This design comes from an exercise in tuning for small area on the open sky130 flow, not from production work. Only simulation tests tie the RTL to the original design; equivalence was not proved. No activity file was given, so power comes from the tool's default toggle rates.

==> flow/design.v <==
package anc_pkg;
    typedef logic signed [14-1:0] sample_t;
    typedef logic signed [16-1:0] weight_t;
    typedef logic signed [14+16+3:0] acc_t;
    typedef logic [3-1:0] tap_idx_t;
    typedef enum logic [4:0] {
        ST_NONE   = 5'b00000,
        ST_IDLE   = 5'b00001,
        ST_FILTER = 5'b00010,
        ST_ERROR  = 5'b00100,
        ST_UPDATE = 5'b01000,
        ST_DONE   = 5'b10000
    } seq_state_t;
    typedef struct packed {
        logic     start;       
        logic     filter_en;   
        logic     error_en;    
        logic     update_en;   
        tap_idx_t tap;
    } frame_ctl_t;
endpackage
module frame_sequencer
(
    input  logic       clk,
    input  logic       rstn,
    input  logic       head_flag,
    output logic       start,
    output logic       filter_en,
    output logic       update_en,
    output logic       out_load,
    output logic       last_upd
);
    logic [4:0] s;
    assign start     = (s == 5'd0) && head_flag;
    assign filter_en = (s >= 5'd2) && (s <= 5'd9);
    assign update_en = (s >= 5'd10) && (s <= 5'd17);
    assign out_load  = (s == 5'd10);
    assign last_upd  = (s == 5'd17);
    always_ff @(posedge clk or negedge rstn)
    begin
        if (!rstn)
            s <= 5'd0;
        else if (s == 5'd0)
        begin
            if (head_flag)
                s <= 5'd1;
        end
        else if (s == 5'd18)
        begin
            if (!head_flag)
                s <= 5'd0;
        end
        else
            s <= s + 5'd1;
    end
endmodule
module step_counter
(
    input  logic       clk,
    output logic [2:0] ptr
);
    always_ff @(posedge clk)
        ptr <= ptr + 3'd1;
endmodule
module ref_delay_line
(
    input  logic               clk,
    input  logic               rstn,
    input  logic               start,
    input  logic signed [13:0] reff,
    input  logic [2:0]         ptr,
    output logic signed [13:0] x
);
    logic signed [13:0] taps [8];
    logic [3:0]         nf;
    always_ff @(posedge clk)
    begin
        if (start)
        begin
            taps[0] <= reff;
            for (int i = 1; i < 8; i++)
                taps[i] <= taps[i-1];
        end
    end
    always_ff @(posedge clk or negedge rstn)
    begin
        if (!rstn)
            nf <= 4'd0;
        else if (start && !nf[3])
            nf <= nf + 4'd1;
    end
    always_ff @(posedge clk)
        x <= (nf[3] || (ptr < nf[2:0])) ? taps[ptr] : 14'sd0;
endmodule
module lms_channel
(
    input  logic               clk,
    input  logic               start,
    input  logic               filter_en,
    input  logic               update_en,
    input  logic               wv,
    input  logic signed [13:0] primary,
    input  logic [6:0]         neg,
    input  logic [6:0]         one,
    input  logic [6:0]         two,
    output logic signed [13:0] err
);
    logic signed [15:0] w [8];
    logic signed [32:0] acc;
    logic signed [15:0] w_rd;
    logic signed [15:0] m;
    logic signed [32:0] addend;
    logic signed [32:0] t;
    logic signed [20:0] y;
    assign w_rd = wv ? w[0] : 16'sd0;
    assign y = ~acc[32:12];
    always_comb
    begin
        if (y[20:13] != {8{y[13]}})
            err = y[20] ? -14'sd8192 : 14'sd8191;
        else
            err = y[13:0];
    end
    assign m      = filter_en ? w_rd : (update_en ? 16'(err) : 16'sd0);
    assign addend = update_en ? {2'b00, w_rd, 15'd0} : acc;
    anc_mac mac_i (
        .m   (m),
        .neg (neg),
        .one (one),
        .two (two),
        .add (addend),
        .t   (t)
    );
    always_ff @(posedge clk)
    begin
        if (start)
            acc <= {{7{~primary[13]}}, ~primary, 12'd0};
        else if (filter_en)
            acc <= t;
    end
    always_ff @(posedge clk)
    begin
        w[0] <= w[7];
        w[1] <= update_en ? t[30:15] : w[0];
        for (int i = 2; i < 8; i++)
            w[i] <= w[i-1];
    end
endmodule
module anc_mac
(
    input  logic [15:0] m,
    input  logic [6:0] neg,
    input  logic [6:0] one,
    input  logic [6:0] two,
    input  logic [32:0] add,
    output logic [32:0] t
);
    logic p1;
    logic y0_0;
    logic p2;
    logic y0_1;
    logic p3;
    logic y0_2;
    logic p4;
    logic y0_3;
    logic p5;
    logic y0_4;
    logic p6;
    logic y0_5;
    logic p7;
    logic y0_6;
    logic p8;
    logic y0_7;
    logic p9;
    logic y0_8;
    logic p10;
    logic y0_9;
    logic p11;
    logic y0_10;
    logic p12;
    logic y0_11;
    logic p13;
    logic y0_12;
    logic p14;
    logic y0_13;
    logic p15;
    logic y0_14;
    logic p16;
    logic y0_15;
    logic p17;
    logic p18;
    logic p19;
    logic y1_0;
    logic p20;
    logic y1_1;
    logic p21;
    logic y1_2;
    logic p22;
    logic y1_3;
    logic p23;
    logic y1_4;
    logic p24;
    logic y1_5;
    logic p25;
    logic y1_6;
    logic p26;
    logic y1_7;
    logic p27;
    logic y1_8;
    logic p28;
    logic y1_9;
    logic p29;
    logic y1_10;
    logic p30;
    logic y1_11;
    logic p31;
    logic y1_12;
    logic p32;
    logic y1_13;
    logic p33;
    logic y1_14;
    logic p34;
    logic y1_15;
    logic p35;
    logic p36;
    logic p37;
    logic y2_0;
    logic p38;
    logic y2_1;
    logic p39;
    logic y2_2;
    logic p40;
    logic y2_3;
    logic p41;
    logic y2_4;
    logic p42;
    logic y2_5;
    logic p43;
    logic y2_6;
    logic p44;
    logic y2_7;
    logic p45;
    logic y2_8;
    logic p46;
    logic y2_9;
    logic p47;
    logic y2_10;
    logic p48;
    logic y2_11;
    logic p49;
    logic y2_12;
    logic p50;
    logic y2_13;
    logic p51;
    logic y2_14;
    logic p52;
    logic y2_15;
    logic p53;
    logic p54;
    logic p55;
    logic y3_0;
    logic p56;
    logic y3_1;
    logic p57;
    logic y3_2;
    logic p58;
    logic y3_3;
    logic p59;
    logic y3_4;
    logic p60;
    logic y3_5;
    logic p61;
    logic y3_6;
    logic p62;
    logic y3_7;
    logic p63;
    logic y3_8;
    logic p64;
    logic y3_9;
    logic p65;
    logic y3_10;
    logic p66;
    logic y3_11;
    logic p67;
    logic y3_12;
    logic p68;
    logic y3_13;
    logic p69;
    logic y3_14;
    logic p70;
    logic y3_15;
    logic p71;
    logic p72;
    logic p73;
    logic y4_0;
    logic p74;
    logic y4_1;
    logic p75;
    logic y4_2;
    logic p76;
    logic y4_3;
    logic p77;
    logic y4_4;
    logic p78;
    logic y4_5;
    logic p79;
    logic y4_6;
    logic p80;
    logic y4_7;
    logic p81;
    logic y4_8;
    logic p82;
    logic y4_9;
    logic p83;
    logic y4_10;
    logic p84;
    logic y4_11;
    logic p85;
    logic y4_12;
    logic p86;
    logic y4_13;
    logic p87;
    logic y4_14;
    logic p88;
    logic y4_15;
    logic p89;
    logic p90;
    logic p91;
    logic y5_0;
    logic p92;
    logic y5_1;
    logic p93;
    logic y5_2;
    logic p94;
    logic y5_3;
    logic p95;
    logic y5_4;
    logic p96;
    logic y5_5;
    logic p97;
    logic y5_6;
    logic p98;
    logic y5_7;
    logic p99;
    logic y5_8;
    logic p100;
    logic y5_9;
    logic p101;
    logic y5_10;
    logic p102;
    logic y5_11;
    logic p103;
    logic y5_12;
    logic p104;
    logic y5_13;
    logic p105;
    logic y5_14;
    logic p106;
    logic y5_15;
    logic p107;
    logic p108;
    logic p109;
    logic y6_0;
    logic p110;
    logic y6_1;
    logic p111;
    logic y6_2;
    logic p112;
    logic y6_3;
    logic p113;
    logic y6_4;
    logic p114;
    logic y6_5;
    logic p115;
    logic y6_6;
    logic p116;
    logic y6_7;
    logic p117;
    logic y6_8;
    logic p118;
    logic y6_9;
    logic p119;
    logic y6_10;
    logic p120;
    logic y6_11;
    logic p121;
    logic y6_12;
    logic p122;
    logic y6_13;
    logic p123;
    logic y6_14;
    logic p124;
    logic y6_15;
    logic p125;
    logic p126;
    logic s127;
    logic c128;
    logic s129;
    logic c130;
    logic s131;
    logic c132;
    logic s133;
    logic c134;
    logic s135;
    logic c136;
    logic s137;
    logic c138;
    logic s139;
    logic c140;
    logic s141;
    logic c142;
    logic s143;
    logic c144;
    logic s145;
    logic c146;
    logic s147;
    logic c148;
    logic s149;
    logic c150;
    logic s151;
    logic c152;
    logic s153;
    logic c154;
    logic s155;
    logic c156;
    logic s157;
    logic c158;
    logic s159;
    logic c160;
    logic s161;
    logic c162;
    logic s163;
    logic c164;
    logic s165;
    logic c166;
    logic s167;
    logic c168;
    logic s169;
    logic c170;
    logic s171;
    logic c172;
    logic s173;
    logic c174;
    logic s175;
    logic c176;
    logic s177;
    logic c178;
    logic s179;
    logic c180;
    logic s181;
    logic c182;
    logic s183;
    logic c184;
    logic s185;
    logic c186;
    logic s187;
    logic c188;
    logic s189;
    logic c190;
    logic s191;
    logic c192;
    logic s193;
    logic c194;
    logic s195;
    logic c196;
    logic s197;
    logic c198;
    logic s199;
    logic c200;
    logic s201;
    logic c202;
    logic s203;
    logic c204;
    logic s205;
    logic c206;
    logic s207;
    logic c208;
    logic s209;
    logic c210;
    logic s211;
    logic c212;
    logic s213;
    logic c214;
    logic s215;
    logic c216;
    logic s217;
    logic c218;
    logic s219;
    logic c220;
    logic s221;
    logic c222;
    logic s223;
    logic c224;
    logic s225;
    logic c226;
    logic s227;
    logic c228;
    logic s229;
    logic c230;
    logic s231;
    logic c232;
    logic s233;
    logic c234;
    logic s235;
    logic c236;
    logic s237;
    logic c238;
    logic s239;
    logic c240;
    logic s241;
    logic c242;
    logic s243;
    logic c244;
    logic s245;
    logic c246;
    logic s247;
    logic c248;
    logic s249;
    logic c250;
    logic s251;
    logic c252;
    logic s253;
    logic c254;
    logic s255;
    logic c256;
    logic s257;
    logic c258;
    logic s259;
    logic c260;
    logic s261;
    logic c262;
    logic s263;
    logic c264;
    logic s265;
    logic c266;
    logic s267;
    logic c268;
    logic s269;
    logic c270;
    logic s271;
    logic c272;
    logic s273;
    logic c274;
    logic s275;
    logic c276;
    logic s277;
    logic c278;
    logic s279;
    logic c280;
    logic s281;
    logic c282;
    logic s283;
    logic c284;
    logic s285;
    logic c286;
    logic s287;
    logic c288;
    logic s289;
    logic c290;
    logic s291;
    logic c292;
    logic s293;
    logic c294;
    logic s295;
    logic c296;
    logic s297;
    logic c298;
    logic s299;
    logic c300;
    logic s301;
    logic c302;
    logic s303;
    logic c304;
    logic s305;
    logic c306;
    logic s307;
    logic c308;
    logic s309;
    logic c310;
    logic s311;
    logic c312;
    logic s313;
    logic c314;
    logic s315;
    logic c316;
    logic s317;
    logic c318;
    logic s319;
    logic c320;
    logic s321;
    logic c322;
    logic s323;
    logic c324;
    logic s325;
    logic c326;
    logic s327;
    logic c328;
    logic s329;
    logic c330;
    logic s331;
    logic c332;
    logic s333;
    logic c334;
    logic s335;
    logic c336;
    logic s337;
    logic c338;
    logic s339;
    logic c340;
    logic s341;
    logic c342;
    logic s343;
    logic c344;
    logic s345;
    logic c346;
    logic s347;
    logic c348;
    logic s349;
    logic c350;
    logic s351;
    logic c352;
    logic s353;
    logic c354;
    logic s355;
    logic c356;
    logic s357;
    logic c358;
    logic s359;
    logic c360;
    logic s361;
    logic c362;
    logic s363;
    logic c364;
    logic s365;
    logic c366;
    logic s367;
    logic c368;
    logic s369;
    logic c370;
    logic s371;
    logic c372;
    logic s373;
    logic c374;
    logic s375;
    logic c376;
    logic s377;
    logic c378;
    logic s379;
    logic c380;
    logic s381;
    logic c382;
    logic s383;
    logic c384;
    logic r385;
    logic r386;
    logic r387;
    logic r388;
    logic r389;
    logic r390;
    logic r391;
    logic r392;
    logic r393;
    logic r394;
    logic r395;
    logic r396;
    logic r397;
    logic r398;
    logic r399;
    logic r400;
    logic r401;
    logic r402;
    logic r403;
    logic r404;
    logic q405;
    logic r406;
    logic q407;
    logic r408;
    logic q409;
    logic r410;
    logic q411;
    logic r412;
    logic q413;
    logic r414;
    logic q415;
    logic r416;
    logic q417;
    logic r418;
    logic q419;
    logic r420;
    logic q421;
    logic r422;
    logic q423;
    logic r424;
    logic q425;
    logic r426;
    logic q427;
    logic r428;
    logic q429;
    logic r430;
    logic q431;
    logic r432;
    logic q433;
    logic r434;
    logic q435;
    logic r436;
    logic q437;
    logic r438;
    logic q439;
    logic r440;
    logic q441;
    logic r442;
    logic q443;
    logic r444;
    logic q445;
    logic r446;
    logic q447;
    logic r448;
    logic q449;
    logic r450;
    logic q451;
    logic r452;
    logic q453;
    logic r454;
    logic q455;
    logic r456;
    logic r457;
    assign y0_0 = m[0] ^ neg[0];
    assign p1 = (one[0] & y0_0) | (two[0] & neg[0]);
    assign y0_1 = m[1] ^ neg[0];
    assign p2 = (one[0] & y0_1) | (two[0] & y0_0);
    assign y0_2 = m[2] ^ neg[0];
    assign p3 = (one[0] & y0_2) | (two[0] & y0_1);
    assign y0_3 = m[3] ^ neg[0];
    assign p4 = (one[0] & y0_3) | (two[0] & y0_2);
    assign y0_4 = m[4] ^ neg[0];
    assign p5 = (one[0] & y0_4) | (two[0] & y0_3);
    assign y0_5 = m[5] ^ neg[0];
    assign p6 = (one[0] & y0_5) | (two[0] & y0_4);
    assign y0_6 = m[6] ^ neg[0];
    assign p7 = (one[0] & y0_6) | (two[0] & y0_5);
    assign y0_7 = m[7] ^ neg[0];
    assign p8 = (one[0] & y0_7) | (two[0] & y0_6);
    assign y0_8 = m[8] ^ neg[0];
    assign p9 = (one[0] & y0_8) | (two[0] & y0_7);
    assign y0_9 = m[9] ^ neg[0];
    assign p10 = (one[0] & y0_9) | (two[0] & y0_8);
    assign y0_10 = m[10] ^ neg[0];
    assign p11 = (one[0] & y0_10) | (two[0] & y0_9);
    assign y0_11 = m[11] ^ neg[0];
    assign p12 = (one[0] & y0_11) | (two[0] & y0_10);
    assign y0_12 = m[12] ^ neg[0];
    assign p13 = (one[0] & y0_12) | (two[0] & y0_11);
    assign y0_13 = m[13] ^ neg[0];
    assign p14 = (one[0] & y0_13) | (two[0] & y0_12);
    assign y0_14 = m[14] ^ neg[0];
    assign p15 = (one[0] & y0_14) | (two[0] & y0_13);
    assign y0_15 = m[15] ^ neg[0];
    assign p16 = (one[0] & y0_15) | (two[0] & y0_14);
    assign p17 = (one[0] & y0_15) | (two[0] & y0_15);
    assign p18 = ~p17;
    assign y1_0 = m[0] ^ neg[1];
    assign p19 = (one[1] & y1_0) | (two[1] & neg[1]);
    assign y1_1 = m[1] ^ neg[1];
    assign p20 = (one[1] & y1_1) | (two[1] & y1_0);
    assign y1_2 = m[2] ^ neg[1];
    assign p21 = (one[1] & y1_2) | (two[1] & y1_1);
    assign y1_3 = m[3] ^ neg[1];
    assign p22 = (one[1] & y1_3) | (two[1] & y1_2);
    assign y1_4 = m[4] ^ neg[1];
    assign p23 = (one[1] & y1_4) | (two[1] & y1_3);
    assign y1_5 = m[5] ^ neg[1];
    assign p24 = (one[1] & y1_5) | (two[1] & y1_4);
    assign y1_6 = m[6] ^ neg[1];
    assign p25 = (one[1] & y1_6) | (two[1] & y1_5);
    assign y1_7 = m[7] ^ neg[1];
    assign p26 = (one[1] & y1_7) | (two[1] & y1_6);
    assign y1_8 = m[8] ^ neg[1];
    assign p27 = (one[1] & y1_8) | (two[1] & y1_7);
    assign y1_9 = m[9] ^ neg[1];
    assign p28 = (one[1] & y1_9) | (two[1] & y1_8);
    assign y1_10 = m[10] ^ neg[1];
    assign p29 = (one[1] & y1_10) | (two[1] & y1_9);
    assign y1_11 = m[11] ^ neg[1];
    assign p30 = (one[1] & y1_11) | (two[1] & y1_10);
    assign y1_12 = m[12] ^ neg[1];
    assign p31 = (one[1] & y1_12) | (two[1] & y1_11);
    assign y1_13 = m[13] ^ neg[1];
    assign p32 = (one[1] & y1_13) | (two[1] & y1_12);
    assign y1_14 = m[14] ^ neg[1];
    assign p33 = (one[1] & y1_14) | (two[1] & y1_13);
    assign y1_15 = m[15] ^ neg[1];
    assign p34 = (one[1] & y1_15) | (two[1] & y1_14);
    assign p35 = (one[1] & y1_15) | (two[1] & y1_15);
    assign p36 = ~p35;
    assign y2_0 = m[0] ^ neg[2];
    assign p37 = (one[2] & y2_0) | (two[2] & neg[2]);
    assign y2_1 = m[1] ^ neg[2];
    assign p38 = (one[2] & y2_1) | (two[2] & y2_0);
    assign y2_2 = m[2] ^ neg[2];
    assign p39 = (one[2] & y2_2) | (two[2] & y2_1);
    assign y2_3 = m[3] ^ neg[2];
    assign p40 = (one[2] & y2_3) | (two[2] & y2_2);
    assign y2_4 = m[4] ^ neg[2];
    assign p41 = (one[2] & y2_4) | (two[2] & y2_3);
    assign y2_5 = m[5] ^ neg[2];
    assign p42 = (one[2] & y2_5) | (two[2] & y2_4);
    assign y2_6 = m[6] ^ neg[2];
    assign p43 = (one[2] & y2_6) | (two[2] & y2_5);
    assign y2_7 = m[7] ^ neg[2];
    assign p44 = (one[2] & y2_7) | (two[2] & y2_6);
    assign y2_8 = m[8] ^ neg[2];
    assign p45 = (one[2] & y2_8) | (two[2] & y2_7);
    assign y2_9 = m[9] ^ neg[2];
    assign p46 = (one[2] & y2_9) | (two[2] & y2_8);
    assign y2_10 = m[10] ^ neg[2];
    assign p47 = (one[2] & y2_10) | (two[2] & y2_9);
    assign y2_11 = m[11] ^ neg[2];
    assign p48 = (one[2] & y2_11) | (two[2] & y2_10);
    assign y2_12 = m[12] ^ neg[2];
    assign p49 = (one[2] & y2_12) | (two[2] & y2_11);
    assign y2_13 = m[13] ^ neg[2];
    assign p50 = (one[2] & y2_13) | (two[2] & y2_12);
    assign y2_14 = m[14] ^ neg[2];
    assign p51 = (one[2] & y2_14) | (two[2] & y2_13);
    assign y2_15 = m[15] ^ neg[2];
    assign p52 = (one[2] & y2_15) | (two[2] & y2_14);
    assign p53 = (one[2] & y2_15) | (two[2] & y2_15);
    assign p54 = ~p53;
    assign y3_0 = m[0] ^ neg[3];
    assign p55 = (one[3] & y3_0) | (two[3] & neg[3]);
    assign y3_1 = m[1] ^ neg[3];
    assign p56 = (one[3] & y3_1) | (two[3] & y3_0);
    assign y3_2 = m[2] ^ neg[3];
    assign p57 = (one[3] & y3_2) | (two[3] & y3_1);
    assign y3_3 = m[3] ^ neg[3];
    assign p58 = (one[3] & y3_3) | (two[3] & y3_2);
    assign y3_4 = m[4] ^ neg[3];
    assign p59 = (one[3] & y3_4) | (two[3] & y3_3);
    assign y3_5 = m[5] ^ neg[3];
    assign p60 = (one[3] & y3_5) | (two[3] & y3_4);
    assign y3_6 = m[6] ^ neg[3];
    assign p61 = (one[3] & y3_6) | (two[3] & y3_5);
    assign y3_7 = m[7] ^ neg[3];
    assign p62 = (one[3] & y3_7) | (two[3] & y3_6);
    assign y3_8 = m[8] ^ neg[3];
    assign p63 = (one[3] & y3_8) | (two[3] & y3_7);
    assign y3_9 = m[9] ^ neg[3];
    assign p64 = (one[3] & y3_9) | (two[3] & y3_8);
    assign y3_10 = m[10] ^ neg[3];
    assign p65 = (one[3] & y3_10) | (two[3] & y3_9);
    assign y3_11 = m[11] ^ neg[3];
    assign p66 = (one[3] & y3_11) | (two[3] & y3_10);
    assign y3_12 = m[12] ^ neg[3];
    assign p67 = (one[3] & y3_12) | (two[3] & y3_11);
    assign y3_13 = m[13] ^ neg[3];
    assign p68 = (one[3] & y3_13) | (two[3] & y3_12);
    assign y3_14 = m[14] ^ neg[3];
    assign p69 = (one[3] & y3_14) | (two[3] & y3_13);
    assign y3_15 = m[15] ^ neg[3];
    assign p70 = (one[3] & y3_15) | (two[3] & y3_14);
    assign p71 = (one[3] & y3_15) | (two[3] & y3_15);
    assign p72 = ~p71;
    assign y4_0 = m[0] ^ neg[4];
    assign p73 = (one[4] & y4_0) | (two[4] & neg[4]);
    assign y4_1 = m[1] ^ neg[4];
    assign p74 = (one[4] & y4_1) | (two[4] & y4_0);
    assign y4_2 = m[2] ^ neg[4];
    assign p75 = (one[4] & y4_2) | (two[4] & y4_1);
    assign y4_3 = m[3] ^ neg[4];
    assign p76 = (one[4] & y4_3) | (two[4] & y4_2);
    assign y4_4 = m[4] ^ neg[4];
    assign p77 = (one[4] & y4_4) | (two[4] & y4_3);
    assign y4_5 = m[5] ^ neg[4];
    assign p78 = (one[4] & y4_5) | (two[4] & y4_4);
    assign y4_6 = m[6] ^ neg[4];
    assign p79 = (one[4] & y4_6) | (two[4] & y4_5);
    assign y4_7 = m[7] ^ neg[4];
    assign p80 = (one[4] & y4_7) | (two[4] & y4_6);
    assign y4_8 = m[8] ^ neg[4];
    assign p81 = (one[4] & y4_8) | (two[4] & y4_7);
    assign y4_9 = m[9] ^ neg[4];
    assign p82 = (one[4] & y4_9) | (two[4] & y4_8);
    assign y4_10 = m[10] ^ neg[4];
    assign p83 = (one[4] & y4_10) | (two[4] & y4_9);
    assign y4_11 = m[11] ^ neg[4];
    assign p84 = (one[4] & y4_11) | (two[4] & y4_10);
    assign y4_12 = m[12] ^ neg[4];
    assign p85 = (one[4] & y4_12) | (two[4] & y4_11);
    assign y4_13 = m[13] ^ neg[4];
    assign p86 = (one[4] & y4_13) | (two[4] & y4_12);
    assign y4_14 = m[14] ^ neg[4];
    assign p87 = (one[4] & y4_14) | (two[4] & y4_13);
    assign y4_15 = m[15] ^ neg[4];
    assign p88 = (one[4] & y4_15) | (two[4] & y4_14);
    assign p89 = (one[4] & y4_15) | (two[4] & y4_15);
    assign p90 = ~p89;
    assign y5_0 = m[0] ^ neg[5];
    assign p91 = (one[5] & y5_0) | (two[5] & neg[5]);
    assign y5_1 = m[1] ^ neg[5];
    assign p92 = (one[5] & y5_1) | (two[5] & y5_0);
    assign y5_2 = m[2] ^ neg[5];
    assign p93 = (one[5] & y5_2) | (two[5] & y5_1);
    assign y5_3 = m[3] ^ neg[5];
    assign p94 = (one[5] & y5_3) | (two[5] & y5_2);
    assign y5_4 = m[4] ^ neg[5];
    assign p95 = (one[5] & y5_4) | (two[5] & y5_3);
    assign y5_5 = m[5] ^ neg[5];
    assign p96 = (one[5] & y5_5) | (two[5] & y5_4);
    assign y5_6 = m[6] ^ neg[5];
    assign p97 = (one[5] & y5_6) | (two[5] & y5_5);
    assign y5_7 = m[7] ^ neg[5];
    assign p98 = (one[5] & y5_7) | (two[5] & y5_6);
    assign y5_8 = m[8] ^ neg[5];
    assign p99 = (one[5] & y5_8) | (two[5] & y5_7);
    assign y5_9 = m[9] ^ neg[5];
    assign p100 = (one[5] & y5_9) | (two[5] & y5_8);
    assign y5_10 = m[10] ^ neg[5];
    assign p101 = (one[5] & y5_10) | (two[5] & y5_9);
    assign y5_11 = m[11] ^ neg[5];
    assign p102 = (one[5] & y5_11) | (two[5] & y5_10);
    assign y5_12 = m[12] ^ neg[5];
    assign p103 = (one[5] & y5_12) | (two[5] & y5_11);
    assign y5_13 = m[13] ^ neg[5];
    assign p104 = (one[5] & y5_13) | (two[5] & y5_12);
    assign y5_14 = m[14] ^ neg[5];
    assign p105 = (one[5] & y5_14) | (two[5] & y5_13);
    assign y5_15 = m[15] ^ neg[5];
    assign p106 = (one[5] & y5_15) | (two[5] & y5_14);
    assign p107 = (one[5] & y5_15) | (two[5] & y5_15);
    assign p108 = ~p107;
    assign y6_0 = m[0] ^ neg[6];
    assign p109 = (one[6] & y6_0) | (two[6] & neg[6]);
    assign y6_1 = m[1] ^ neg[6];
    assign p110 = (one[6] & y6_1) | (two[6] & y6_0);
    assign y6_2 = m[2] ^ neg[6];
    assign p111 = (one[6] & y6_2) | (two[6] & y6_1);
    assign y6_3 = m[3] ^ neg[6];
    assign p112 = (one[6] & y6_3) | (two[6] & y6_2);
    assign y6_4 = m[4] ^ neg[6];
    assign p113 = (one[6] & y6_4) | (two[6] & y6_3);
    assign y6_5 = m[5] ^ neg[6];
    assign p114 = (one[6] & y6_5) | (two[6] & y6_4);
    assign y6_6 = m[6] ^ neg[6];
    assign p115 = (one[6] & y6_6) | (two[6] & y6_5);
    assign y6_7 = m[7] ^ neg[6];
    assign p116 = (one[6] & y6_7) | (two[6] & y6_6);
    assign y6_8 = m[8] ^ neg[6];
    assign p117 = (one[6] & y6_8) | (two[6] & y6_7);
    assign y6_9 = m[9] ^ neg[6];
    assign p118 = (one[6] & y6_9) | (two[6] & y6_8);
    assign y6_10 = m[10] ^ neg[6];
    assign p119 = (one[6] & y6_10) | (two[6] & y6_9);
    assign y6_11 = m[11] ^ neg[6];
    assign p120 = (one[6] & y6_11) | (two[6] & y6_10);
    assign y6_12 = m[12] ^ neg[6];
    assign p121 = (one[6] & y6_12) | (two[6] & y6_11);
    assign y6_13 = m[13] ^ neg[6];
    assign p122 = (one[6] & y6_13) | (two[6] & y6_12);
    assign y6_14 = m[14] ^ neg[6];
    assign p123 = (one[6] & y6_14) | (two[6] & y6_13);
    assign y6_15 = m[15] ^ neg[6];
    assign p124 = (one[6] & y6_15) | (two[6] & y6_14);
    assign p125 = (one[6] & y6_15) | (two[6] & y6_15);
    assign p126 = ~p125;
    assign s127 = p9 ^ p25;
    assign c128 = p9 & p25;
    assign s129 = p10 ^ p26;
    assign c130 = p10 & p26;
    assign s131 = p11 ^ p27 ^ p43;
    assign c132 = (p11 & p27) | (p11 & p43) | (p27 & p43);
    assign s133 = p59 ^ p75;
    assign c134 = p59 & p75;
    assign s135 = p12 ^ p28 ^ p44;
    assign c136 = (p12 & p28) | (p12 & p44) | (p28 & p44);
    assign s137 = p60 ^ p76;
    assign c138 = p60 & p76;
    assign s139 = p13 ^ p29 ^ p45;
    assign c140 = (p13 & p29) | (p13 & p45) | (p29 & p45);
    assign s141 = p61 ^ p77 ^ p93;
    assign c142 = (p61 & p77) | (p61 & p93) | (p77 & p93);
    assign s143 = p109 ^ neg[6];
    assign c144 = p109 & neg[6];
    assign s145 = p14 ^ p30 ^ p46;
    assign c146 = (p14 & p30) | (p14 & p46) | (p30 & p46);
    assign s147 = p62 ^ p78 ^ p94;
    assign c148 = (p62 & p78) | (p62 & p94) | (p78 & p94);
    assign s149 = p110 ^ add[13];
    assign c150 = p110 & add[13];
    assign s151 = p15 ^ p31 ^ p47;
    assign c152 = (p15 & p31) | (p15 & p47) | (p31 & p47);
    assign s153 = p63 ^ p79 ^ p95;
    assign c154 = (p63 & p79) | (p63 & p95) | (p79 & p95);
    assign s155 = p111 ^ add[14];
    assign c156 = p111 & add[14];
    assign s157 = p16 ^ p32 ^ p48;
    assign c158 = (p16 & p32) | (p16 & p48) | (p32 & p48);
    assign s159 = p64 ^ p80 ^ p96;
    assign c160 = (p64 & p80) | (p64 & p96) | (p80 & p96);
    assign s161 = p112 ^ add[15];
    assign c162 = p112 & add[15];
    assign s163 = p18 ^ p33 ^ p49;
    assign c164 = (p18 & p33) | (p18 & p49) | (p33 & p49);
    assign s165 = p65 ^ p81 ^ p97;
    assign c166 = (p65 & p81) | (p65 & p97) | (p81 & p97);
    assign s167 = ~(p113 ^ add[16]);
    assign c168 = p113 | add[16];
    assign s169 = p34 ^ p50 ^ p66;
    assign c170 = (p34 & p50) | (p34 & p66) | (p50 & p66);
    assign s171 = p82 ^ p98 ^ p114;
    assign c172 = (p82 & p98) | (p82 & p114) | (p98 & p114);
    assign s173 = ~add[17];
    assign c174 = add[17];
    assign s175 = p36 ^ p51 ^ p67;
    assign c176 = (p36 & p51) | (p36 & p67) | (p51 & p67);
    assign s177 = p83 ^ p99 ^ p115;
    assign c178 = (p83 & p99) | (p83 & p115) | (p99 & p115);
    assign s179 = p52 ^ p68 ^ p84;
    assign c180 = (p52 & p68) | (p52 & p84) | (p68 & p84);
    assign s181 = p100 ^ p116;
    assign c182 = p100 & p116;
    assign s183 = p54 ^ p69 ^ p85;
    assign c184 = (p54 & p69) | (p54 & p85) | (p69 & p85);
    assign s185 = p70 ^ p86;
    assign c186 = p70 & p86;
    assign s187 = p5 ^ p21;
    assign c188 = p5 & p21;
    assign s189 = p6 ^ p22;
    assign c190 = p6 & p22;
    assign s191 = p7 ^ p23 ^ p39;
    assign c192 = (p7 & p23) | (p7 & p39) | (p23 & p39);
    assign s193 = p55 ^ neg[3];
    assign c194 = p55 & neg[3];
    assign s195 = p8 ^ p24 ^ p40;
    assign c196 = (p8 & p24) | (p8 & p40) | (p24 & p40);
    assign s197 = p56 ^ add[7];
    assign c198 = p56 & add[7];
    assign s199 = s127 ^ p41 ^ p57;
    assign c200 = (s127 & p41) | (s127 & p57) | (p41 & p57);
    assign s201 = p73 ^ neg[4] ^ add[8];
    assign c202 = (p73 & neg[4]) | (p73 & add[8]) | (neg[4] & add[8]);
    assign s203 = c128 ^ s129 ^ p42;
    assign c204 = (c128 & s129) | (c128 & p42) | (s129 & p42);
    assign s205 = p58 ^ p74 ^ add[9];
    assign c206 = (p58 & p74) | (p58 & add[9]) | (p74 & add[9]);
    assign s207 = c130 ^ s131 ^ s133;
    assign c208 = (c130 & s131) | (c130 & s133) | (s131 & s133);
    assign s209 = p91 ^ neg[5] ^ add[10];
    assign c210 = (p91 & neg[5]) | (p91 & add[10]) | (neg[5] & add[10]);
    assign s211 = c132 ^ c134 ^ s135;
    assign c212 = (c132 & c134) | (c132 & s135) | (c134 & s135);
    assign s213 = s137 ^ p92 ^ add[11];
    assign c214 = (s137 & p92) | (s137 & add[11]) | (p92 & add[11]);
    assign s215 = c136 ^ c138 ^ s139;
    assign c216 = (c136 & c138) | (c136 & s139) | (c138 & s139);
    assign s217 = s141 ^ s143 ^ add[12];
    assign c218 = (s141 & s143) | (s141 & add[12]) | (s143 & add[12]);
    assign s219 = c140 ^ c142 ^ c144;
    assign c220 = (c140 & c142) | (c140 & c144) | (c142 & c144);
    assign s221 = s145 ^ s147 ^ s149;
    assign c222 = (s145 & s147) | (s145 & s149) | (s147 & s149);
    assign s223 = c146 ^ c148 ^ c150;
    assign c224 = (c146 & c148) | (c146 & c150) | (c148 & c150);
    assign s225 = s151 ^ s153 ^ s155;
    assign c226 = (s151 & s153) | (s151 & s155) | (s153 & s155);
    assign s227 = c152 ^ c154 ^ c156;
    assign c228 = (c152 & c154) | (c152 & c156) | (c154 & c156);
    assign s229 = s157 ^ s159 ^ s161;
    assign c230 = (s157 & s159) | (s157 & s161) | (s159 & s161);
    assign s231 = c158 ^ c160 ^ c162;
    assign c232 = (c158 & c160) | (c158 & c162) | (c160 & c162);
    assign s233 = s163 ^ s165 ^ s167;
    assign c234 = (s163 & s165) | (s163 & s167) | (s165 & s167);
    assign s235 = c164 ^ c166 ^ c168;
    assign c236 = (c164 & c166) | (c164 & c168) | (c166 & c168);
    assign s237 = s169 ^ s171 ^ s173;
    assign c238 = (s169 & s171) | (s169 & s173) | (s171 & s173);
    assign s239 = c170 ^ c172 ^ c174;
    assign c240 = (c170 & c172) | (c170 & c174) | (c172 & c174);
    assign s241 = s175 ^ s177 ^ add[18];
    assign c242 = (s175 & s177) | (s175 & add[18]) | (s177 & add[18]);
    assign s243 = c176 ^ c178 ^ s179;
    assign c244 = (c176 & c178) | (c176 & s179) | (c178 & s179);
    assign s245 = ~(s181 ^ add[19]);
    assign c246 = s181 | add[19];
    assign s247 = c180 ^ c182 ^ s183;
    assign c248 = (c180 & c182) | (c180 & s183) | (c182 & s183);
    assign s249 = p101 ^ p117 ^ add[20];
    assign c250 = (p101 & p117) | (p101 & add[20]) | (p117 & add[20]);
    assign s251 = c184 ^ s185 ^ p102;
    assign c252 = (c184 & s185) | (c184 & p102) | (s185 & p102);
    assign s253 = ~(p118 ^ add[21]);
    assign c254 = p118 | add[21];
    assign s255 = c186 ^ p72 ^ p87;
    assign c256 = (c186 & p72) | (c186 & p87) | (p72 & p87);
    assign s257 = p103 ^ p119 ^ add[22];
    assign c258 = (p103 & p119) | (p103 & add[22]) | (p119 & add[22]);
    assign s259 = p88 ^ p104 ^ p120;
    assign c260 = (p88 & p104) | (p88 & p120) | (p104 & p120);
    assign s261 = ~add[23];
    assign c262 = add[23];
    assign s263 = p90 ^ p105 ^ p121;
    assign c264 = (p90 & p105) | (p90 & p121) | (p105 & p121);
    assign s265 = p106 ^ p122;
    assign c266 = p106 & p122;
    assign s267 = p3 ^ p19;
    assign c268 = p3 & p19;
    assign s269 = p4 ^ p20;
    assign c270 = p4 & p20;
    assign s271 = s187 ^ p37 ^ neg[2];
    assign c272 = (s187 & p37) | (s187 & neg[2]) | (p37 & neg[2]);
    assign s273 = c188 ^ s189 ^ p38;
    assign c274 = (c188 & s189) | (c188 & p38) | (s189 & p38);
    assign s275 = c190 ^ s191 ^ s193;
    assign c276 = (c190 & s191) | (c190 & s193) | (s191 & s193);
    assign s277 = c192 ^ c194 ^ s195;
    assign c278 = (c192 & c194) | (c192 & s195) | (c194 & s195);
    assign s279 = c196 ^ c198 ^ s199;
    assign c280 = (c196 & c198) | (c196 & s199) | (c198 & s199);
    assign s281 = c200 ^ c202 ^ s203;
    assign c282 = (c200 & c202) | (c200 & s203) | (c202 & s203);
    assign s283 = c204 ^ c206 ^ s207;
    assign c284 = (c204 & c206) | (c204 & s207) | (c206 & s207);
    assign s285 = c208 ^ c210 ^ s211;
    assign c286 = (c208 & c210) | (c208 & s211) | (c210 & s211);
    assign s287 = c212 ^ c214 ^ s215;
    assign c288 = (c212 & c214) | (c212 & s215) | (c214 & s215);
    assign s289 = c216 ^ c218 ^ s219;
    assign c290 = (c216 & c218) | (c216 & s219) | (c218 & s219);
    assign s291 = c220 ^ c222 ^ s223;
    assign c292 = (c220 & c222) | (c220 & s223) | (c222 & s223);
    assign s293 = c224 ^ c226 ^ s227;
    assign c294 = (c224 & c226) | (c224 & s227) | (c226 & s227);
    assign s295 = c228 ^ c230 ^ s231;
    assign c296 = (c228 & c230) | (c228 & s231) | (c230 & s231);
    assign s297 = c232 ^ c234 ^ s235;
    assign c298 = (c232 & c234) | (c232 & s235) | (c234 & s235);
    assign s299 = c236 ^ c238 ^ s239;
    assign c300 = (c236 & c238) | (c236 & s239) | (c238 & s239);
    assign s301 = c240 ^ c242 ^ s243;
    assign c302 = (c240 & c242) | (c240 & s243) | (c242 & s243);
    assign s303 = c244 ^ c246 ^ s247;
    assign c304 = (c244 & c246) | (c244 & s247) | (c246 & s247);
    assign s305 = c248 ^ c250 ^ s251;
    assign c306 = (c248 & c250) | (c248 & s251) | (c250 & s251);
    assign s307 = c252 ^ c254 ^ s255;
    assign c308 = (c252 & c254) | (c252 & s255) | (c254 & s255);
    assign s309 = c256 ^ c258 ^ s259;
    assign c310 = (c256 & c258) | (c256 & s259) | (c258 & s259);
    assign s311 = c260 ^ c262 ^ s263;
    assign c312 = (c260 & c262) | (c260 & s263) | (c262 & s263);
    assign s313 = c264 ^ s265 ^ add[25];
    assign c314 = (c264 & s265) | (c264 & add[25]) | (s265 & add[25]);
    assign s315 = c266 ^ p108 ^ p123;
    assign c316 = (c266 & p108) | (c266 & p123) | (p108 & p123);
    assign s317 = p124 ^ add[27];
    assign c318 = p124 & add[27];
    assign s319 = p1 ^ neg[0];
    assign c320 = p1 & neg[0];
    assign s321 = p2 ^ add[1];
    assign c322 = p2 & add[1];
    assign s323 = s267 ^ neg[1] ^ add[2];
    assign c324 = (s267 & neg[1]) | (s267 & add[2]) | (neg[1] & add[2]);
    assign s325 = c268 ^ s269 ^ add[3];
    assign c326 = (c268 & s269) | (c268 & add[3]) | (s269 & add[3]);
    assign s327 = c270 ^ s271 ^ add[4];
    assign c328 = (c270 & s271) | (c270 & add[4]) | (s271 & add[4]);
    assign s329 = c272 ^ s273 ^ add[5];
    assign c330 = (c272 & s273) | (c272 & add[5]) | (s273 & add[5]);
    assign s331 = c274 ^ s275 ^ add[6];
    assign c332 = (c274 & s275) | (c274 & add[6]) | (s275 & add[6]);
    assign s333 = c276 ^ s277 ^ s197;
    assign c334 = (c276 & s277) | (c276 & s197) | (s277 & s197);
    assign s335 = c278 ^ s279 ^ s201;
    assign c336 = (c278 & s279) | (c278 & s201) | (s279 & s201);
    assign s337 = c280 ^ s281 ^ s205;
    assign c338 = (c280 & s281) | (c280 & s205) | (s281 & s205);
    assign s339 = c282 ^ s283 ^ s209;
    assign c340 = (c282 & s283) | (c282 & s209) | (s283 & s209);
    assign s341 = c284 ^ s285 ^ s213;
    assign c342 = (c284 & s285) | (c284 & s213) | (s285 & s213);
    assign s343 = c286 ^ s287 ^ s217;
    assign c344 = (c286 & s287) | (c286 & s217) | (s287 & s217);
    assign s345 = c288 ^ s289 ^ s221;
    assign c346 = (c288 & s289) | (c288 & s221) | (s289 & s221);
    assign s347 = c290 ^ s291 ^ s225;
    assign c348 = (c290 & s291) | (c290 & s225) | (s291 & s225);
    assign s349 = c292 ^ s293 ^ s229;
    assign c350 = (c292 & s293) | (c292 & s229) | (s293 & s229);
    assign s351 = c294 ^ s295 ^ s233;
    assign c352 = (c294 & s295) | (c294 & s233) | (s295 & s233);
    assign s353 = c296 ^ s297 ^ s237;
    assign c354 = (c296 & s297) | (c296 & s237) | (s297 & s237);
    assign s355 = c298 ^ s299 ^ s241;
    assign c356 = (c298 & s299) | (c298 & s241) | (s299 & s241);
    assign s357 = c300 ^ s301 ^ s245;
    assign c358 = (c300 & s301) | (c300 & s245) | (s301 & s245);
    assign s359 = c302 ^ s303 ^ s249;
    assign c360 = (c302 & s303) | (c302 & s249) | (s303 & s249);
    assign s361 = c304 ^ s305 ^ s253;
    assign c362 = (c304 & s305) | (c304 & s253) | (s305 & s253);
    assign s363 = c306 ^ s307 ^ s257;
    assign c364 = (c306 & s307) | (c306 & s257) | (s307 & s257);
    assign s365 = c308 ^ s309 ^ s261;
    assign c366 = (c308 & s309) | (c308 & s261) | (s309 & s261);
    assign s367 = c310 ^ s311 ^ add[24];
    assign c368 = (c310 & s311) | (c310 & add[24]) | (s311 & add[24]);
    assign s369 = ~(c312 ^ s313);
    assign c370 = c312 | s313;
    assign s371 = c314 ^ s315 ^ add[26];
    assign c372 = (c314 & s315) | (c314 & add[26]) | (s315 & add[26]);
    assign s373 = ~(c316 ^ s317);
    assign c374 = c316 | s317;
    assign s375 = c318 ^ p126 ^ add[28];
    assign c376 = (c318 & p126) | (c318 & add[28]) | (p126 & add[28]);
    assign s377 = ~add[29];
    assign c378 = add[29];
    assign s379 = ~add[30];
    assign c380 = add[30];
    assign s381 = ~add[31];
    assign c382 = add[31];
    assign s383 = ~add[32];
    assign c384 = add[32];
    assign t[0] = s319 ^ add[0];
    assign r385 = s319 & add[0];
    assign t[1] = c320 ^ s321 ^ r385;
    assign r386 = (c320 & s321) | (c320 & r385) | (s321 & r385);
    assign t[2] = c322 ^ s323 ^ r386;
    assign r387 = (c322 & s323) | (c322 & r386) | (s323 & r386);
    assign t[3] = c324 ^ s325 ^ r387;
    assign r388 = (c324 & s325) | (c324 & r387) | (s325 & r387);
    assign t[4] = c326 ^ s327 ^ r388;
    assign r389 = (c326 & s327) | (c326 & r388) | (s327 & r388);
    assign t[5] = c328 ^ s329 ^ r389;
    assign r390 = (c328 & s329) | (c328 & r389) | (s329 & r389);
    assign t[6] = c330 ^ s331 ^ r390;
    assign r391 = (c330 & s331) | (c330 & r390) | (s331 & r390);
    assign t[7] = c332 ^ s333 ^ r391;
    assign r392 = (c332 & s333) | (c332 & r391) | (s333 & r391);
    assign t[8] = c334 ^ s335 ^ r392;
    assign r393 = (c334 & s335) | (c334 & r392) | (s335 & r392);
    assign t[9] = c336 ^ s337 ^ r393;
    assign r394 = (c336 & s337) | (c336 & r393) | (s337 & r393);
    assign t[10] = c338 ^ s339 ^ r394;
    assign r395 = (c338 & s339) | (c338 & r394) | (s339 & r394);
    assign t[11] = c340 ^ s341 ^ r395;
    assign r396 = (c340 & s341) | (c340 & r395) | (s341 & r395);
    assign t[12] = c342 ^ s343 ^ r396;
    assign r397 = (c342 & s343) | (c342 & r396) | (s343 & r396);
    assign t[13] = c344 ^ s345 ^ r397;
    assign r398 = (c344 & s345) | (c344 & r397) | (s345 & r397);
    assign t[14] = c346 ^ s347 ^ r398;
    assign r399 = (c346 & s347) | (c346 & r398) | (s347 & r398);
    assign t[15] = c348 ^ s349 ^ r399;
    assign r400 = (c348 & s349) | (c348 & r399) | (s349 & r399);
    assign t[16] = c350 ^ s351 ^ r400;
    assign r401 = (c350 & s351) | (c350 & r400) | (s351 & r400);
    assign t[17] = c352 ^ s353 ^ r401;
    assign r402 = (c352 & s353) | (c352 & r401) | (s353 & r401);
    assign t[18] = c354 ^ s355 ^ r402;
    assign r403 = (c354 & s355) | (c354 & r402) | (s355 & r402);
    assign t[19] = c356 ^ s357 ^ r403;
    assign r404 = (c356 & s357) | (c356 & r403) | (s357 & r403);
    assign q405 = c358 ^ s359;
    assign r406 = c358 & s359;
    assign q407 = c360 ^ s361 ^ r406;
    assign r408 = (c360 & s361) | (c360 & r406) | (s361 & r406);
    assign q409 = c362 ^ s363 ^ r408;
    assign r410 = (c362 & s363) | (c362 & r408) | (s363 & r408);
    assign q411 = c364 ^ s365 ^ r410;
    assign r412 = (c364 & s365) | (c364 & r410) | (s365 & r410);
    assign q413 = c366 ^ s367 ^ r412;
    assign r414 = (c366 & s367) | (c366 & r412) | (s367 & r412);
    assign q415 = c368 ^ s369 ^ r414;
    assign r416 = (c368 & s369) | (c368 & r414) | (s369 & r414);
    assign q417 = c370 ^ s371 ^ r416;
    assign r418 = (c370 & s371) | (c370 & r416) | (s371 & r416);
    assign q419 = c372 ^ s373 ^ r418;
    assign r420 = (c372 & s373) | (c372 & r418) | (s373 & r418);
    assign q421 = c374 ^ s375 ^ r420;
    assign r422 = (c374 & s375) | (c374 & r420) | (s375 & r420);
    assign q423 = c376 ^ s377 ^ r422;
    assign r424 = (c376 & s377) | (c376 & r422) | (s377 & r422);
    assign q425 = c378 ^ s379 ^ r424;
    assign r426 = (c378 & s379) | (c378 & r424) | (s379 & r424);
    assign q427 = c380 ^ s381 ^ r426;
    assign r428 = (c380 & s381) | (c380 & r426) | (s381 & r426);
    assign q429 = c382 ^ s383 ^ r428;
    assign r430 = (c382 & s383) | (c382 & r428) | (s383 & r428);
    assign q431 = ~(c358 ^ s359);
    assign r432 = c358 | s359;
    assign q433 = c360 ^ s361 ^ r432;
    assign r434 = (c360 & s361) | (c360 & r432) | (s361 & r432);
    assign q435 = c362 ^ s363 ^ r434;
    assign r436 = (c362 & s363) | (c362 & r434) | (s363 & r434);
    assign q437 = c364 ^ s365 ^ r436;
    assign r438 = (c364 & s365) | (c364 & r436) | (s365 & r436);
    assign q439 = c366 ^ s367 ^ r438;
    assign r440 = (c366 & s367) | (c366 & r438) | (s367 & r438);
    assign q441 = c368 ^ s369 ^ r440;
    assign r442 = (c368 & s369) | (c368 & r440) | (s369 & r440);
    assign q443 = c370 ^ s371 ^ r442;
    assign r444 = (c370 & s371) | (c370 & r442) | (s371 & r442);
    assign q445 = c372 ^ s373 ^ r444;
    assign r446 = (c372 & s373) | (c372 & r444) | (s373 & r444);
    assign q447 = c374 ^ s375 ^ r446;
    assign r448 = (c374 & s375) | (c374 & r446) | (s375 & r446);
    assign q449 = c376 ^ s377 ^ r448;
    assign r450 = (c376 & s377) | (c376 & r448) | (s377 & r448);
    assign q451 = c378 ^ s379 ^ r450;
    assign r452 = (c378 & s379) | (c378 & r450) | (s379 & r450);
    assign q453 = c380 ^ s381 ^ r452;
    assign r454 = (c380 & s381) | (c380 & r452) | (s381 & r452);
    assign q455 = c382 ^ s383 ^ r454;
    assign r456 = (c382 & s383) | (c382 & r454) | (s383 & r454);
    assign t[20] = r404 ? q431 : q405;
    assign t[21] = r404 ? q433 : q407;
    assign t[22] = r404 ? q435 : q409;
    assign t[23] = r404 ? q437 : q411;
    assign t[24] = r404 ? q439 : q413;
    assign t[25] = r404 ? q441 : q415;
    assign t[26] = r404 ? q443 : q417;
    assign t[27] = r404 ? q445 : q419;
    assign t[28] = r404 ? q447 : q421;
    assign t[29] = r404 ? q449 : q423;
    assign t[30] = r404 ? q451 : q425;
    assign t[31] = r404 ? q453 : q427;
    assign t[32] = r404 ? q455 : q429;
    assign r457 = r430 | (r404 & r456);
endmodule
module anc_top
(
    input  logic        clk,
    input  logic        rstn,
    input  logic        head_flag,
    input  anc_pkg::sample_t reff,
    input  anc_pkg::sample_t primary_a,
    input  anc_pkg::sample_t primary_b,
    output anc_pkg::sample_t dout,
    output logic        frame_done
);
    logic start, filter_en, update_en, out_load, last_upd;
    logic [2:0] ptr;
    logic signed [13:0] x;
    logic signed [13:0] err_a;
    logic signed [13:0] err_b;
    logic wv;
    logic [6:0] neg, one, two;
    for (genvar j = 0; j < 7; j++)
    begin : booth
        logic b2, b1, b0;
        assign b2     = x[2*j+1];
        assign b1     = x[2*j];
        assign b0     = (j == 0) ? 1'b0 : x[2*j-1];
        assign neg[j] = b2 & ~(b1 & b0);
        assign one[j] = b1 ^ b0;
        assign two[j] = (b2 & ~b1 & ~b0) | (~b2 & b1 & b0);
    end
    frame_sequencer seq_i (
        .clk       (clk),
        .rstn      (rstn),
        .head_flag (head_flag),
        .start     (start),
        .filter_en (filter_en),
        .update_en (update_en),
        .out_load  (out_load),
        .last_upd  (last_upd)
    );
    step_counter step_i (
        .clk (clk),
        .ptr (ptr)
    );
    ref_delay_line ref_i (
        .clk   (clk),
        .rstn  (rstn),
        .start (start),
        .reff  (reff),
        .ptr   (ptr),
        .x     (x)
    );
    always_ff @(posedge clk or negedge rstn)
    begin
        if (!rstn)
            wv <= 1'b0;
        else if (last_upd)
            wv <= 1'b1;
    end
    lms_channel chan_a (
        .clk       (clk),
        .start     (start),
        .filter_en (filter_en),
        .update_en (update_en),
        .wv        (wv),
        .primary   (primary_a),
        .neg       (neg),
        .one       (one),
        .two       (two),
        .err       (err_a)
    );
    lms_channel chan_b (
        .clk       (clk),
        .start     (start),
        .filter_en (filter_en),
        .update_en (update_en),
        .wv        (wv),
        .primary   (primary_b),
        .neg       (neg),
        .one       (one),
        .two       (two),
        .err       (err_b)
    );
    always_ff @(posedge clk or negedge rstn)
    begin
        if (!rstn)
        begin
            dout       <= '0;
            frame_done <= 1'b0;
        end
        else
        begin
            frame_done <= out_load;
            if (out_load)
                dout <= err_a + err_b;
        end
    end
endmodule
==> flow/run.sh <==
#!/bin/bash
# synth_recipe.tcl (not shown) runs the flow's synth.tcl, then flattens the netlist and writes it again
# the make line also repeats each setting of config.mk as NAME=value (left out here)
make -C /OpenROAD-flow-scripts/flow DESIGN_CONFIG=/design/flow/config.mk WORK_HOME=/design/flow/orfs CLKGATE_MAP_FILE= SYNTH_SCRIPT=/design/flow/synth_recipe.tcl finish
==> flow/config.mk <==
export PLATFORM = sky130hd
export DESIGN_NAME = anc_top
export DESIGN_NICKNAME = anc_top
export VERILOG_FILES = /design/flow/design.v
export SDC_FILE = /design/flow/constraint.sdc
export NUM_CORES = 4
export LEC_CHECK = 0
export CAP_MARGIN = 20
export CORE_MARGIN = 2
export CORE_UTILIZATION = 40
export SLEW_MARGIN = 20
==> flow/constraint.sdc <==
create_clock -name core_clock -period 12.0 [get_ports {clk}]
set_input_delay 2.4000 -clock core_clock [delete_from_list [all_inputs] [get_ports {clk}]]
set_output_delay 2.4000 -clock core_clock [all_outputs]
set_load 0.01 [all_outputs]
==> summary.md, run 1 <==
| Metric | Value |
|---|---|
| Fmax | `0.0866 GHz` |
| Synth Cell Area | `27600 um^2` |
| Reg clk slew, reported paths | `0.07 ns` |
| Initial antenna violation count | `1` |
| Unrepaired setup endpoints after global routing | `false` |
| Most Frequent Cell on Critical Path | `fa_1` |
| Async SR Flop Fraction | `5.25%` |
| # IOs | `60` |
| YS warnings | `7` |
| Core area | `68500 um^2` |
| Port-buffer cells | `59` |
| Fin. Hold Viols | `0` |
| Via count | `18922` |
| Synth Area per Inst | `10.9 um^2` |
| P per Cell Area | `305 nW/um^2` |
| First-pass DRT Iterations | `6` |
| Cells after Synth | `2530` |
| CTS max path bufs | `3` |
| CTS Buf Count | `48` |
| Horiz. Die Dim | `267 um` |
| CP max stage delay | `0.51 ns` |
| Number of synthesized flops with an enable pin | `154` |
| Yosys cell types | `72` |
| RD Place Congestion | `0.922` |
| Area growth from synthesis to final layout | `13.1%` |
| CP endpoint kind | `flop` |
| Leakage | `12.6 nW` |
| Outcome | `finished clean` |
| Yosys reg bits | `476` |
| Drt drc | `0` |
| WL/cell | `20.3 um` |
| CP Data Arrival Time | `11.99 ns` |
| Slowest-stage cell, CP | `fa_1` |
| Crit Path Class | `reg -> reg` |
| Rel. slew slack | `25.7%` |
| Global-route wire length before repair | `112000 um` |
| Routing usage on met2 | `31.7%` |
| Final Slew Violations | `0` |
| Ys flop type | `dfxtp_1` |
| Final HPWL DP | `52100 um` |
| Layout cell share with drive strength beyond 1 | `9.85%` |
| FILL cells | `6315` |
| Gr ovfl total | `0` |
| Crit path max fanout | `7` |
| Tmin final | `11.54 ns` |
| Starting DRT DRC Count | `1793` |
| Clock Tree Root | `clkbuf_16` |
| Die ar. | `71200 um^2` |
| Row count | `96` |
| Setup Viol. Count Final | `0` |
| Avg Vias per Cell | `5.41` |
| Vias in the first global route | `19136` |
| # Max-Cap Violations | `0` |
| Slew at the pin closest to its max-slew limit | `1.12 ns` |
| Crit share post-route | `96.2%` |
| Routed Antenna Nets | `0` |
| Antenna Cells | `0` |
| Critical Path RT | `12.45 ns` |
| Grt peak-use layer | `met2` |
| Worst vdd ir | `235 uV` |
| Syn nets | `2920` |
| Clk_skew | `0.0364 ns` |
| GRT met3 Usage | `2.63%` |
| TritonCTS sink count | `476` |
| Clock tree from TritonCTS | `done` |
| Pin count of the biggest net entering global routing | `112` |
| Register area share after synthesis | `40.5%` |
| CP startpoint kind | `flop` |
| HP Class | `reg -> reg` |
| GR Layer Usage met1 | `28.7%` |
| Final WL | `70900 um` |
| H-tree levels | `2` |
| Chip height | `267 um` |
| Global Route Usage Sum | `20.2%` |
| Final core occ | `45.6%` |
| Fin nets | `2969` |
| Initial Utilization | `40.4%` |
| Setup_tns | `0 ns` |
| Skew-Pair Late Insertion Delay | `0.61 ns` |
## synthesized netlist by cell type, types with 7 or more instances
| library cell | n | area, um^2 |
|---|---|---|
| o221ai_1 | 14 | 123 |
| nand2b_1 | 22 | 138 |
| xor2_1 | 42 | 368 |
| nor2b_1 | 15 | 93.8 |
| dfrtp_1 | 25 | 626 |
| o21a_1 | 13 | 97.6 |
| ha_1 | 110 | 1380 |
| a221o_1 | 7 | 70.1 |
| a22o_1 | 134 | 1170 |
| buf_2 | 18 | 90.1 |
| buf_4 | 18 | 135 |
| a211oi_1 | 8 | 60.1 |
| a22oi_4 | 10 | 213 |
| nand2_1 | 206 | 773 |
| a21oi_1 | 98 | 490 |
| dfxtp_1 | 297 | 5950 |
| buf_1 | 30 | 113 |
| fa_1 | 235 | 4700 |
| and3_1 | 22 | 138 |
| and2_1 | 28 | 175 |
| a22oi_1 | 64 | 480 |
| o21ai_0 | 81 | 405 |
| a21o_1 | 22 | 165 |
| edfxtp_1 | 154 | 4620 |
| o22ai_1 | 10 | 62.6 |
| clkbuf_1 | 95 | 357 |
| a221oi_1 | 13 | 114 |
| o21ai_1 | 17 | 85.1 |
| nor3_1 | 9 | 45.0 |
| mux2i_1 | 9 | 90.1 |
| mux2_2 | 12 | 135 |
| a222oi_1 | 22 | 220 |
| xnor2_1 | 196 | 1720 |
| nor2_1 | 61 | 229 |
| a31oi_1 | 10 | 62.6 |
| nand3_1 | 38 | 190 |
| inv_1 | 288 | 1080 |
## worst max-delay path, delay by kind of cell, from the launching register on
kind	cells	cell delay, ns
flops	1	0.38
compound gates	7	1.78
fa+ha+maj	20	7.23
simple gates	6	1.44
buf+inv	6	0.55
## power breakdown
part           leakage (nW)  switching [mW]  internal, mW
Sequential             4.21           0.282          2.37
Combinational          7.59            3.18          2.09
Clock                 0.819           0.666         0.921
## metrics by stage
| stage | setup WS [ns] | instance area, um^2 | hold WS [ns] | power, mW | std cells |
|---|---|---|---|---|---|
| final | 0.459 | 31200 | 0.317 | 9.51 | 3500 |
| after global routing | 0.0119 | 31200 | 0.324 | 10.2 | 3500 |
| after CTS | 0.00285 | 31100 | 0.320 | 9.42 | 3493 |
| after detailed placement | 0.00923 | 29400 | 0.312 | 7.78 | 3404 |
| after global placement | 0.0829 | 29400 | 0.310 | 7.68 | 3404 |
| after floorplan | 0.341 | 27600 | 0.310 | 6.28 | 2530 |
## area by class of cell
class | count | area (um^2) | share of cell area, %
clock buffer | 67 | 1410 | 4.51
clock inverter | 22 | 282 | 0.901
inverter | 292 | 1100 | 3.52
multi-input combinational | 1600 | 14800 | 47.3
sequential | 476 | 11200 | 35.8
tap | 882 | 1100 | 3.53
timing repair buffer | 161 | 1370 | 4.39
## cells in the final DEF, fill, tap and decap left out, types with 14 or more instances in the layout
master,netlist,final
a21o_1,22,21
a21oi_1,98,97
a222oi_1,22,22
a22o_1,134,134
a22oi_1,64,64
and2_1,28,27
and3_1,22,22
buf_4,18,100
clkbuf_16,0,53
clkdlybuf4s50_1,0,59
dfrtp_1,25,23
dfxtp_1,297,297
edfxtp_1,154,154
fa_1,235,222
ha_1,110,110
inv_1,288,286
nand2_1,206,205
nand2b_1,22,19
nand3_1,38,37
nor2_1,61,59
nor2b_1,15,15
o21ai_0,81,81
o221ai_1,14,14
xnor2_1,196,196
xor2_1,42,42
## final timing paths
check,from,to,slack [ns],cells after the start
setup / recovery,seq_i.s[1],chan_a.acc[32],0.46,39
hold / removal,chan_b.w[6][5],chan_b.w[7][5],0.32,0
setup reg to reg,seq_i.s[1],chan_a.acc[32],0.46,39
hold reg to reg,chan_b.w[6][5],chan_b.w[7][5],0.32,0
max in group asynchronous,rstn,seq_i.s[0],9.45,2
min in group asynchronous,rstn,dout[6],2.21,2
## metal layers
metal / up-vias / wire length, um
met5: - / 0
met4: 0 / 2650
met3: 138 / 4300
met2: 641 / 32000
met1: 9444 / 32000
li1: 8699 / -
## repair_timing
action                                  CTS  global route
buffers inserted                          0             7
endpoints found under the setup margin    0            22
resized for setup                         0            27
hold buffers                              0             0
endpoints found under the hold margin     0             0
## state kept, by name, indices dropped and copies added (netlist names), 3 cells and up
signal      flops
ref_i.nf        4
step_i.ptr      3
seq_i.s         5
ref_i.taps    112
chan_a.w      128
chan_a.acc     33
dout           14
chan_b.acc     33
ref_i.x        14
chan_b.w      128
## cell families (layout without fill, tap and decap cells)
kind of cell             count (synthesis)  count (layout)  synth area share, %
AO/OA/AOI/OAI                          560             560                 15.3
flip-flops                             476             476                 40.5
buffers and inverters                  454             542                 6.52
AND/OR/NAND/NOR                        436             436                 7.34
adder cells (fa/ha/maj)                345             345                 22.0
XOR/XNOR                               238             238                 7.54
multiplexers                            21              21                0.815
==> inputs of run 2 (changes only) <==
--- a/flow/config.mk
+++ b/flow/config.mk
@@ -8,4 +8,7 @@
 export CAP_MARGIN = 20
 export CORE_MARGIN = 2
-export CORE_UTILIZATION = 40
+export CORE_UTILIZATION = 65
+export CTS_BUF_LIST = sky130_fd_sc_hd__clkbuf_16
+export CTS_CLUSTER_DIAMETER = 60
+export CTS_CLUSTER_SIZE = 25
 export SLEW_MARGIN = 20
==> summary.md, run 2 <==
| Metric | Value |
|---|---|
| P per Cell Area | `307 nW/um^2 (+0.74%)` |
| Antenna Cells | `0 (unchanged)` |
| Hold Buf Count CTS | `0 (unchanged)` |
| FF-to-FF Start | `seq_i.s[1]` |
| Global Route Usage Sum | `32.4% (+12 points)` |
| Fin. Hold Viols | `0 (unchanged)` |
| Chip height | `210 um (-21%)` |
| Global-route wire length before repair | `110000 um (-1.6%)` |
| Die ar. | `44200 um^2 (-38%)` |
| Final core occ | `72.0% (+26 points)` |
| Clk_skew | `0.0400 ns (+0.00357 ns)` |
| Cell taking the most area after synthesis | `dfxtp_1` |
| Crit share post-route | `96.9% (+0.70 points)` |
| Clock tree from TritonCTS | `done` |
| HP Class | `reg -> reg` |
| Final WL | `69600 um (-1.8%)` |
| Ys flop type | `dfxtp_1` |
| CP max stage delay | `0.51 ns (about the same)` |
| Synth Area per Inst | `10.9 um^2 (unchanged)` |
| Clock Tree Root | `clkbuf_16` |
| List of most frequent post-synthesis cells | `dfxtp_1, inv_1, fa_1` |
| Worst min-delay path endpoint | `chan_b.w[3][8]` |
| Syn nets | `2920 (unchanged)` |
| Reg clk slew, reported paths | `0.09 ns (+0.02 ns)` |
| Final Slew Violations | `0 (unchanged)` |
| Outcome | `finished clean` |
| Port-buffer cells | `59 (unchanged)` |
| Fin nets | `2948 (-0.71%)` |
| Layout cell share with drive strength beyond 1 | `8.83% (-1.0 points)` |
| Avg Vias per Cell | `6.17 (+14%)` |
| Final HPWL DP | `50600 um (-3.0%)` |
| Cells after Synth | `2530 (unchanged)` |
| Largest cells by area after synthesis | `dfxtp_1, fa_1, edfxtp_1` |
| Slowest-stage cell, CP | `fa_1` |
| Rel. slew slack | `43.3% (+18 points)` |
| Core area | `41900 um^2 (-39%)` |
| Row count | `75 (-22%)` |
| CTS Buf Count | `34 (-29%)` |
| Vias in the first global route | `19939 (+4.2%)` |
| Critical Path RT | `12.45 ns (about the same)` |
| Most frequent cells in the layout | `dfxtp_1, inv_1, fa_1` |
| RD Place Congestion | `0.986 (+6.9%)` |
| Yosys cell types | `72 (unchanged)` |
| Fmax | `0.0860 GHz (-0.72%)` |
| CP endpoint kind | `flop` |
| Via count | `19256 (+1.8%)` |
| Number of synthesized flops with an enable pin | `154 (unchanged)` |
| Placed Instance Area | `28900 um^2 (-1.7%)` |
| Worst R2R Setup Slack | `0.37 ns (-0.08 ns)` |
| Crit path max fanout | `7 (unchanged)` |
| Register-to-Register Path Depth | `39 (unchanged)` |
| Routed Antenna Nets | `0 (unchanged)` |
| Regs by FF count | `chan_a.w (128), chan_b.w (128), ref_i.taps (112)` |
| Most Frequent Cell on Critical Path | `fa_1` |
| Starting DRT DRC Count | `1933 (+7.8%)` |
| Area growth from synthesis to final layout | `9.32%` |
| Crit Path Class | `reg -> reg` |
| Place WS | `-0.175 ns (-0.184 ns)` |
| Drt drc | `0 (unchanged)` |
| Post-layout power | `9.27 mW (-2.6%)` |
| Yosys reg bits | `476 (unchanged)` |
| Worst vdd ir | `248 uV (+5.5%)` |
| Async SR Flop Fraction | `5.25% (unchanged)` |
| Initial Utilization | `65.9% (+26 points)` |
| Cell count of the worst hold path | `0 (unchanged)` |
| Register area share after synthesis | `40.5% (unchanged)` |
| Pin count of the biggest net entering global routing | `95 (-15%)` |
| Share of the synthesized area in the top cell type | `21.5% (unchanged)` |
| Setup Viol. Count Final | `0 (unchanged)` |
| Initial antenna violation count | `0 (-1)` |
| Design area | `30200 um^2 (-3.3%)` |
| Tmin final | `11.63 ns (+0.0840 ns)` |
| CP startpoint kind | `flop` |
| TritonCTS sink count | `476 (unchanged)` |
| CTS max path bufs | `3 (unchanged)` |
| Gr ovfl total | `0 (unchanged)` |
| Horiz. Die Dim | `210 um (-21%)` |
| # Max-Cap Violations | `0 (unchanged)` |
| First-pass DRT Iterations | `6 (unchanged)` |
| Commonest non-fill, non-tap cell in the layout | `dfxtp_1` |
| WL/cell | `22.3 um (+10%)` |
| RR Endpoint | `chan_a.acc[32]` |
| YS warnings | `7 (unchanged)` |
| Skew-Pair Late Insertion Delay | `0.59 ns (-0.02 ns)` |
| Synth Cell Area | `27600 um^2 (unchanged)` |
| H-tree levels | `2 (unchanged)` |
| # IOs | `60 (unchanged)` |
| Slew at the pin closest to its max-slew limit | `0.851 ns (-0.264 ns)` |
| Unrepaired setup endpoints after global routing | `false` |
| Worst setup margin | `0.375 ns (-0.0840 ns)` |
| Min-delay src | `chan_b.w[2][8]` |
| CP Data Arrival Time | `12.08 ns (+0.09 ns)` |
| Leakage | `12.4 nW (-2.1%)` |
| Most numerous cell in the Yosys netlist | `dfxtp_1` |
run 2: kinds of logic after synthesis:
kind of cell    after synthesis  share of synthesized area, %
xor+xnor                    238                          7.54
flops                       476                          40.5
buf+inv                     454                          6.52
fa+ha+maj                   345                          22.0
simple gates                436                          7.34
mux                          21                         0.815
compound gates              560                          15.3
run 2: worst max-delay path: cells and delay by family (launching register included):
family	cells	cell delay, ns
flops	1	0.38
simple gates	6	1.43
fa+ha+maj	20	7.28
buf+inv	6	0.63
compound gates	7	1.77
run 2: final cells by class:
cell class                 count  area (um^2)
multi-input combinational   1600        14800
fill                        3063        11700
sequential                   476        11200
timing repair buffer         154         1310
inverter                     292         1100
clock buffer                  35          876
tap                          539          674
clock inverter                26          259
run 2: per-layer routing:
| layer | share of wire, % | track usage (%) | vias to the layer above | routed length [um] |
|---|---|---|---|---|
| met5 | 0 | 0 | - | 0 |
| met4 | 4.2 | 14.5 | 0 | 2940 |
| met3 | 7.6 | 5.10 | 182 | 5320 |
| met2 | 47 | 52.2 | 912 | 32600 |
| met1 | 41 | 43.7 | 9508 | 28700 |
| li1 | - | - | 8654 | - |
run 2: power breakdown:
part	internal (mW)	leakage, nW	total [mW]	switching [mW]
combinational	2.10	7.57	5.40	3.30
sequential	2.37	4.22	2.68	0.306
clock	0.569	0.580	1.19	0.621
run 2: worst max-delay path by stage:
stage,from,endpoint,slack [ns],cells past startpoint
after floorplan,seq_i.s[1],chan_a.acc[32],0.34,44
after global placement,chan_b.acc[28],chan_b.acc[26],-0.02,40
after detailed placement,chan_b.acc[27],chan_b.acc[26],-0.17,40
after CTS,seq_i.s[0],chan_a.acc[32],0.05,39
after global routing,seq_i.s[1],chan_a.acc[32],0.002,41
final,seq_i.s[1],chan_a.acc[32],0.37,39
run 2: repair_timing:
action,in CTS,in global routing
pin swaps,0,8
setup endpoints to repair,6,24
gates resized for setup,3,25
cloned,0,0
setup buffers,0,8
run 2: through the flow:
stage	instances	setup TNS (ns)	hold WS [ns]
3_3_place_gp	3053	-0.0159	0.310
3_5_place_dp	3053	-0.509	0.312
4_1_cts	3114	0	0.326
6_report	3122	0	0.322
2_1_floorplan	2530	0	0.310
5_1_grt	3122	0	0.331

re-timing with driven ports:
The flow's constraints put no driver on any port. The routed layouts listed below were extracted and timed again, unchanged, in two steps. Step 1 (the two cells are an assumption about what drives the block):
set clk [get_ports {clk}]
set_driving_cell -lib_cell sky130_fd_sc_hd__clkbuf_16 $clk
set_driving_cell -lib_cell sky130_fd_sc_hd__buf_2 [delete_from_list [all_inputs] $clk]
Step 2 adds t to the input delays and takes it off the output delays; t is the mean of the earliest and latest rising clock arrival at the registers after step 1. Input paths then give back, and output paths get back, about the clock's delay inside the block. a / b / c = ideal / step 1 / step 2; a / b = the first two.
| run | t, ns | setup WS [ns] | worst setup path after step 2 | worst slew at a driven data input, ns |
|---|---|---|---|---|
| run 1 | 0.651 | 0.459 / 0.459 / 0.459 | register to register | 0.11 |
| run 2 | 0.625 | 0.375 / 0.375 / 0.375 | register to register | 0.07 |
After both steps every run listed still meets setup and hold.
